Context: an optimization exercise on an open-source flow, tuned for small area, a short achievable clock period and few clock cycles. The choices shown serve that exercise and are no tape-out recipe.
Only simulation tests tie the RTL to the original design; equivalence was not proved.
Power and IR drop assume default switching activity.

==> inputs of v21 <==
==> flow/design.v (excerpt) <==
module grid_polygon_span_cell_list (
    input  wire logic               i_clk,
    input  wire logic               i_rst_n,
    input  wire logic               i_in_valid,
    output logic                    o_in_stall,
    input  wire logic [1:0]         i_operation,
    input  wire logic signed [23:0] i_start_x,
    input  wire logic signed [23:0] i_start_z,
    input  wire logic signed [23:0] i_end_x,
    input  wire logic signed [23:0] i_end_z,
    output logic                    o_out_valid,
    input  wire logic               i_out_stall,
    output logic                    o_cell_valid,
    output logic [11:0]             o_cell_index,
    output logic                    o_list_last,
    input  wire logic               i_cfg_valid,
    output logic                    o_cfg_ready,
    input  wire logic [1:0]         i_cfg_index,
    input  wire logic [15:0]        i_cfg_data
);
clock: 12.0 ns
lec_check: 0
abc_clock_period_in_ps: 4500
cap_margin: 20
core_margin: 2
core_utilization: 55
setup_slack_margin: 5
slew_margin: 20
run.sh (not shown) runs the stock make flow with config.mk's settings and CLKGATE_MAP_FILE= SYNTH_SCRIPT=/design/flow/synth_recipe.tcl, a recipe that flattens the netlist after the stock synthesis.
==> v16 (differences from v21) <==
--- a/flow/design.v
+++ b/flow/design.v
@@ -120,12 +120,11 @@
     logic signed [7:0]  r_prev;        
     logic signed [24:0] r_E;
     logic               r_tzv, r_tzp;
     logic signed [7:0]  r_cs;
     logic               r_csv;
-    logic [21:0]        r_mA;
-    logic [23:0]        r_mB;
+    logic [21:0]        r_absA;
     logic [5:0]         r_mrow, r_lrow, r_xrow, r_wrow;
     logic               r_mdone, r_msq;
     logic               r_lbusy, r_ldone, r_lsq, r_lsat;
     logic [3:0]         r_lcnt;
     logic               r_xbusy;
@@ -133,10 +132,11 @@
     logic               r_wv;
     logic signed [7:0]  r_c;
     logic [2:0]         r_mcnt;
     logic               r_mtz;
     logic               r_mcin;
+    logic [6:0]         r_mtB;
     logic signed [26:0] r_macc;
     logic [23:0]        r_mlow;
     logic [6:0]          mem_lo [MAX_ROWS];
     logic [6:0]          mem_hp [MAX_ROWS];
     logic [MAX_ROWS-1:0] r_vld;
@@ -257,12 +257,15 @@
     assign w_acc_edge = w_acc && (i_operation == OP_ADD_EDGE);
     assign w_hit      = r_memv && (i_start_x == r_x1) && (i_start_z == r_z1);
     logic               w_ml_tz, w_ml_x;
     logic [6:0]         w_ml_B;
     logic [23:0]        w_ml_z0;
-    logic [27:0]        w_mpp;
-    logic signed [29:0] w_msum;
+    logic [21:0]        w_mA;
+    logic [23:0]        w_mB;
+    logic [11:0]        w_mchunk;
+    logic [33:0]        w_mpp;
+    logic signed [35:0] w_msum;
     logic [46:0]        w_P;
     assign w_ml_tz = (w_acc_edge && w_hit) || (r_state == S_A3) || w_lp_tzl;
     assign w_ml_x  = w_lp_xgo;
     always_comb begin
         if (w_rdy) begin
@@ -274,22 +277,25 @@
         end else begin
             w_ml_B  = r_m[6:0];
             w_ml_z0 = r_z0;
         end
     end
-    assign w_mpp  = {6'd0, r_mA} * {22'd0, r_mB[5:0]};
-    assign w_msum = r_macc + $signed({2'b00, w_mpp}) + $signed({29'd0, r_mcin});
+    assign w_mA     = r_mtz ? {6'd0, r_zl} : r_absA;
+    assign w_mB     = r_mtz ? {5'd0, r_mtB, 12'd0} : {1'b0, r_absB};
+    assign w_mchunk = r_mcnt[1] ? w_mB[11:0] : w_mB[23:12];
+    assign w_mpp  = {12'd0, w_mA} * {22'd0, w_mchunk};
+    assign w_msum = r_macc + $signed({2'b00, w_mpp}) + $signed({35'd0, r_mcin});
     assign w_P    = {r_macc[22:0], r_mlow};
     always_ff @(posedge i_clk) begin
         if (!i_rst_n) begin
             r_mcnt  <= 3'd0;
             r_mdone <= 1'b0;
         end else begin
             if (w_ml_tz) begin
-                r_mcnt <= 3'd2;
+                r_mcnt <= 3'd1;
             end else if (w_ml_x) begin
-                r_mcnt <= 3'd4;
+                r_mcnt <= 3'd2;
             end else if (r_mcnt != 3'd0) begin
                 r_mcnt <= r_mcnt - 3'd1;
             end
             if ((r_mcnt == 3'd1) && !r_mtz) begin
                 r_mdone <= 1'b1;
@@ -299,24 +305,20 @@
         end
     end
     always_ff @(posedge i_clk) begin
         if (w_ml_tz) begin
             r_mtz  <= 1'b1;
-            r_mA   <= {6'd0, r_zl};
-            r_mB   <= {17'd0, w_ml_B};
+            r_mtB  <= w_ml_B;
             r_macc <= ~{{3{w_ml_z0[23]}}, w_ml_z0};
             r_mcin <= 1'b1;
         end else if (w_ml_x) begin
             r_mtz  <= 1'b0;
-            r_mA   <= w_absA;
-            r_mB   <= {1'b0, r_absB};
             r_macc <= '0;
             r_mcin <= 1'b0;
         end else if (r_mcnt != 3'd0) begin
-            r_mB   <= {6'd0, r_mB[23:6]};
-            r_mlow <= {w_msum[5:0], r_mlow[23:6]};
-            r_macc <= {{3{w_msum[29]}}, w_msum[29:6]};
+            r_mlow <= {w_msum[11:0], r_mlow[23:12]};
+            r_macc <= {{3{w_msum[35]}}, w_msum[35:12]};
             r_mcin <= 1'b0;
         end
     end
     logic        w_lsat, w_e4, w_e8, w_e12, w_e16;
     logic [20:0] w_lrem, w_ld;
@@ -651,10 +653,13 @@
             r_csv <= 1'b1;
         end
         if (r_state == S_XS3) begin
             r_cs <= w_xq_nxt;
         end
+        if (w_lp_xgo) begin
+            r_absA <= w_absA;
+        end
         if (w_acc) begin
             r_er    <= '0;
             r_cnt   <= '0;
             r_eterm <= (r_rows == '0);
         end else begin
- CTS_BUF_LIST: default -> sky130_fd_sc_hd__clkbuf_8
- CTS_CLUSTER_SIZE: default -> 30
==> v28 (differences from v21) <==
--- a/flow/design.v
+++ b/flow/design.v
@@ -125,22 +125,24 @@
     logic [21:0]        r_mA;
     logic [23:0]        r_mB;
     logic [5:0]         r_mrow, r_lrow, r_xrow, r_wrow;
     logic               r_mdone, r_msq;
     logic               r_lbusy, r_ldone, r_lsq, r_lsat;
+    logic               r_ltx;           
+    logic signed [25:0] r_tx;
+    logic [5:0]         r_trow;
     logic [3:0]         r_lcnt;
     logic               r_xbusy;
     logic [1:0]         r_xcnt;
     logic               r_wv;
     logic signed [7:0]  r_c;
     logic [2:0]         r_mcnt;
     logic               r_mtz;
     logic               r_mcin;
     logic signed [26:0] r_macc;
     logic [23:0]        r_mlow;
-    logic [6:0]          mem_lo [MAX_ROWS];
-    logic [6:0]          mem_hp [MAX_ROWS];
+    logic [12:0]         mem_c [MAX_ROWS];
     logic [MAX_ROWS-1:0] r_vld;
     logic [5:0]  r_er;
     logic [6:0]  r_ex, r_ehp;
     logic [5:0]  r_cnt;
     logic        r_eterm;
@@ -169,11 +171,11 @@
             w_xa = w_ix1e;
         end else begin
             unique case (r_state)
                 S_B3:    w_xa = w_x0e;
                 S_XLD:   w_xa = w_txs;
-                default: w_xa = w_tx;
+                default: w_xa = r_tx;
             endcase
         end
         w_za = w_rdy ? w_iz1e : w_z0e;
     end
     assign w_xs_a = w_xa[25] ? w_xa : {6'd0, w_xa[25:6]};
@@ -244,11 +246,12 @@
     assign w_lp_cross = w_lp_run && r_tzv && !w_tzfin && r_long;
     assign w_lp_short = w_lp_run && r_tzv && !w_tzfin && !r_long && r_csv;
     assign w_lp_sdiv  = w_lp_run && r_tzv && !w_tzfin && !r_long && !r_csv;
     assign w_lp_away  = w_lp && !w_meq && !w_ingrid && w_away;
     assign w_lp_skip  = w_lp && !w_meq && !w_ingrid && !w_away;
-    assign w_pe       = (r_mcnt == 3'd0) && !r_mdone && !r_lbusy && !r_ldone && !r_xbusy && !r_wv;
+    assign w_pe       = (r_mcnt == 3'd0) && !r_mdone && !r_lbusy && !r_ldone && !r_ltx &&
+                        !r_xbusy && !r_wv;
     assign w_mfree    = (r_mcnt == 3'd0) && (!r_mdone || w_m2l);
     assign w_lp_done  = (w_lp_fin || w_lp_away) && w_pe;
     assign w_lp_xgo   = w_lp_cross && w_mfree;
     assign w_step     = w_lp_short || w_lp_xgo;
     logic w_acc, w_acc_edge, w_hit;
@@ -376,30 +379,38 @@
     assign w_qm = r_lsat ? 24'hffffff : w_lu_q;
     assign w_qx = {2'b00, w_qm} ^ {26{r_lsq}};
     assign w_tx = w_x0e + $signed(w_qx) + $signed({25'd0, r_lsq});
     logic w_xfin;
     assign w_xfin = r_xbusy && (r_xcnt == 2'd1);
-    assign w_l2x  = r_ldone && (!r_xbusy || w_xfin);
-    assign w_m2l  = r_mdone && (!r_lbusy && (!r_ldone || w_l2x));
+    logic w_ltx;
+    assign w_l2x  = r_ltx && (!r_xbusy || w_xfin);
+    assign w_ltx  = r_ldone && (!r_ltx || w_l2x);
+    assign w_m2l  = r_mdone && (!r_lbusy && (!r_ldone || w_ltx));
     always_ff @(posedge i_clk) begin
         if (!i_rst_n) begin
             r_lbusy <= 1'b0;
             r_ldone <= 1'b0;
+            r_ltx   <= 1'b0;
             r_xbusy <= 1'b0;
             r_wv    <= 1'b0;
         end else begin
             if (w_m2l) begin
                 r_lbusy <= !w_lsat;
                 r_ldone <= w_lsat;
             end else begin
                 if (r_lbusy && (r_lcnt == 4'd1)) begin
                     r_lbusy <= 1'b0;
                     r_ldone <= 1'b1;
-                end else if (w_l2x) begin
+                end else if (w_ltx) begin
                     r_ldone <= 1'b0;
                 end
             end
+            if (w_ltx) begin
+                r_ltx <= 1'b1;
+            end else if (w_l2x) begin
+                r_ltx <= 1'b0;
+            end
             if (w_l2x) begin
                 r_xbusy <= 1'b1;
             end else if (w_xfin) begin
                 r_xbusy <= 1'b0;
             end
@@ -417,12 +428,16 @@
             r_lsat <= w_lsat;
             r_lcnt <= w_lcnt;
         end else if (r_lbusy) begin
             r_lcnt <= r_lcnt - 4'd1;
         end
+        if (w_ltx) begin
+            r_tx   <= w_tx;
+            r_trow <= r_lrow;
+        end
         if (w_l2x) begin
-            r_xrow <= r_lrow;
+            r_xrow <= r_trow;
             r_xcnt <= w_xres ? 2'd1 : 2'd3;
         end else if (r_xbusy) begin
             r_xcnt <= r_xcnt - 2'd1;
         end
         if (w_xfin) begin
@@ -441,25 +456,30 @@
     logic signed [7:0] w_wlo, w_whi;
     logic [6:0]        w_nlo, w_nhp, w_mlo, w_mhp;
     logic [5:0] w_waddr;
     assign w_waddr  = r_wv ? r_wrow : r_m[5:0];
     assign w_raddr  = (r_state == S_EROW) ? r_er : w_waddr;
-    assign w_rd_lo  = mem_lo[w_raddr];
-    assign w_rd_hp  = mem_hp[w_raddr];
+    logic [12:0] w_rd_c, w_wr_c;
+    assign w_rd_c   = mem_c[w_raddr];
+    assign w_rd_lo  = !w_rd_c[12] ? {1'b0, w_rd_c[11:6]} :
+                      (!w_rd_c[11] ? 7'd64 : {1'b0, w_rd_c[5:0]});
+    assign w_rd_hp  = !w_rd_c[12] ? {1'b0, w_rd_c[5:0]} :
+                      (!w_rd_c[11] ? w_rd_c[6:0] : 7'd64);
     assign w_rd_vld = r_vld[w_raddr];
     assign w_wr  = (w_lp_done && w_lp_fin && w_ingrid) || r_wv;
     assign w_wv  = r_wv ? r_c : r_x1q;
     assign w_wlo = r_xpos ? r_prev : w_wv;
     assign w_whi = r_xpos ? w_wv : r_prev;
     assign w_nlo = w_wlo[7] ? 7'd0 : w_wlo[6:0];
     assign w_nhp = (w_whi >= 8'sd63) ? 7'd64 : 7'(w_whi + 8'sd1);
     assign w_mlo = (w_rd_vld && (w_rd_lo < w_nlo)) ? w_rd_lo : w_nlo;
     assign w_mhp = (w_rd_vld && (w_rd_hp > w_nhp)) ? w_rd_hp : w_nhp;
+    assign w_wr_c = w_mlo[6] ? {2'b10, 4'd0, w_mhp} :
+                    (w_mhp[6] ? {2'b11, 5'd0, w_mlo[5:0]} : {1'b0, w_mlo[5:0], w_mhp[5:0]});
     always_ff @(posedge i_clk) begin
         if (w_wr) begin
-            mem_lo[w_waddr] <= w_mlo;
-            mem_hp[w_waddr] <= w_mhp;
+            mem_c[w_waddr] <= w_wr_c;
         end
     end
     logic       w_free;
     logic [6:0] w_ehp;
     logic       w_rowne;
==> notes.md <==
|  | v16 | v28 | v21 |
|---|---|---|---|
| Source-to-sink clock delay at the later pin of the worst-skew pair | 1.09 ns | 0.85 ns | 0.83 ns |
| Register area share after synthesis | 45.5% | 47.4% | 48.1% |
| Cts bufs inserted | 274 | 161 | 162 |
| Relative area of clock buffers and inverters in the final design | 4.46% | 5.26% | 5.26% |
| Result of the run | no timing/DRC/antenna violations | no timing/DRC/antenna violations | no timing/DRC/antenna violations |
| Final worst clock skew | 0.0976 ns | 0.0660 ns | 0.0514 ns |
| WL met2 | 142 mm | 127 mm | 145 mm |
| Routed wire per std cell | 28.5 um | 27.8 um | 29.4 um |
| Combinational share of power | 53.8% | 63.7% | 59.5% |
| Placeable Area | 169000 sq um | 160000 sq um | 161000 sq um |
| Number of DRC markers after the initial detailed-route iteration | 9874 | 8057 | 7400 |
| Clock slew seen by the registers of the worst setup and hold paths | 0.07 ns | 0.06 ns | 0.07 ns |
| Die area | 174000 sq um | 164000 sq um | 165000 sq um |
| Initial antenna violation count | 22 | 13 | 19 |
| Most crowded layer after global routing | met2 | met1 | met2 |
| Worst setup endpoint | r_macc[22] | r_xval[5] | r_xval[5] |
| Leakage power | 0.0426 uW | 0.0394 uW | 0.0395 uW |
| Post-synthesis xor/xnor area fraction | 4.14% | 3.97% | 4.06% |
| Maximum fanout count along the critical path | 8 | 6 | 25 |
| Total non-filler cell area in the finished layout | 110000 sq um | 103000 sq um | 104000 sq um |
Testbench counts of v21, summed over its fixed seeds: cycles 23,777.
Testbench counts of v16, summed over its fixed seeds: cycles 22,072.
Testbench counts of v28, summed over its fixed seeds: cycles 24,446.

-- re-timing with driven ports --
The flow's constraints put no driver on any port. The routed layouts listed below were extracted and timed again, unchanged, in two steps. Step 1: set_driving_cell puts a clkbuf_16 on i_clk and a buf_2 on each other input, an assumption about the parent block. Step 2 adds t to the input delays and takes it off the output delays; t is the mean of the earliest and latest rising clock arrival at the registers after step 1. Input paths then give back, and output paths get back, about the clock's delay inside the block. a / b / c = no drivers / after step 1 / after step 2; a / b = the first two.
run | shift t [ns] | slack for setup (ns) | hold WS [ns] | worst setup path after step 2 | clock arrival spread, ns
v21 | 0.891 | 4.393 / 4.393 / 4.117 | 0.416 / 0.416 / 0.416 | input to register | 0.052 / 0.053
v16 | 1.123 | 3.729 / 3.729 / 3.729 | 0.418 / 0.418 / 0.418 | register to register | 0.098 / 0.098
v28 | 0.898 | 4.313 / 4.313 / 4.313 | 0.418 / 0.418 / 0.418 | register to register | 0.066 / 0.066
After both steps every run listed still meets setup and hold. For v21, which loses most, drivers alone change the setup slack by 0.000 ns; drivers and shift together by -0.276 ns.
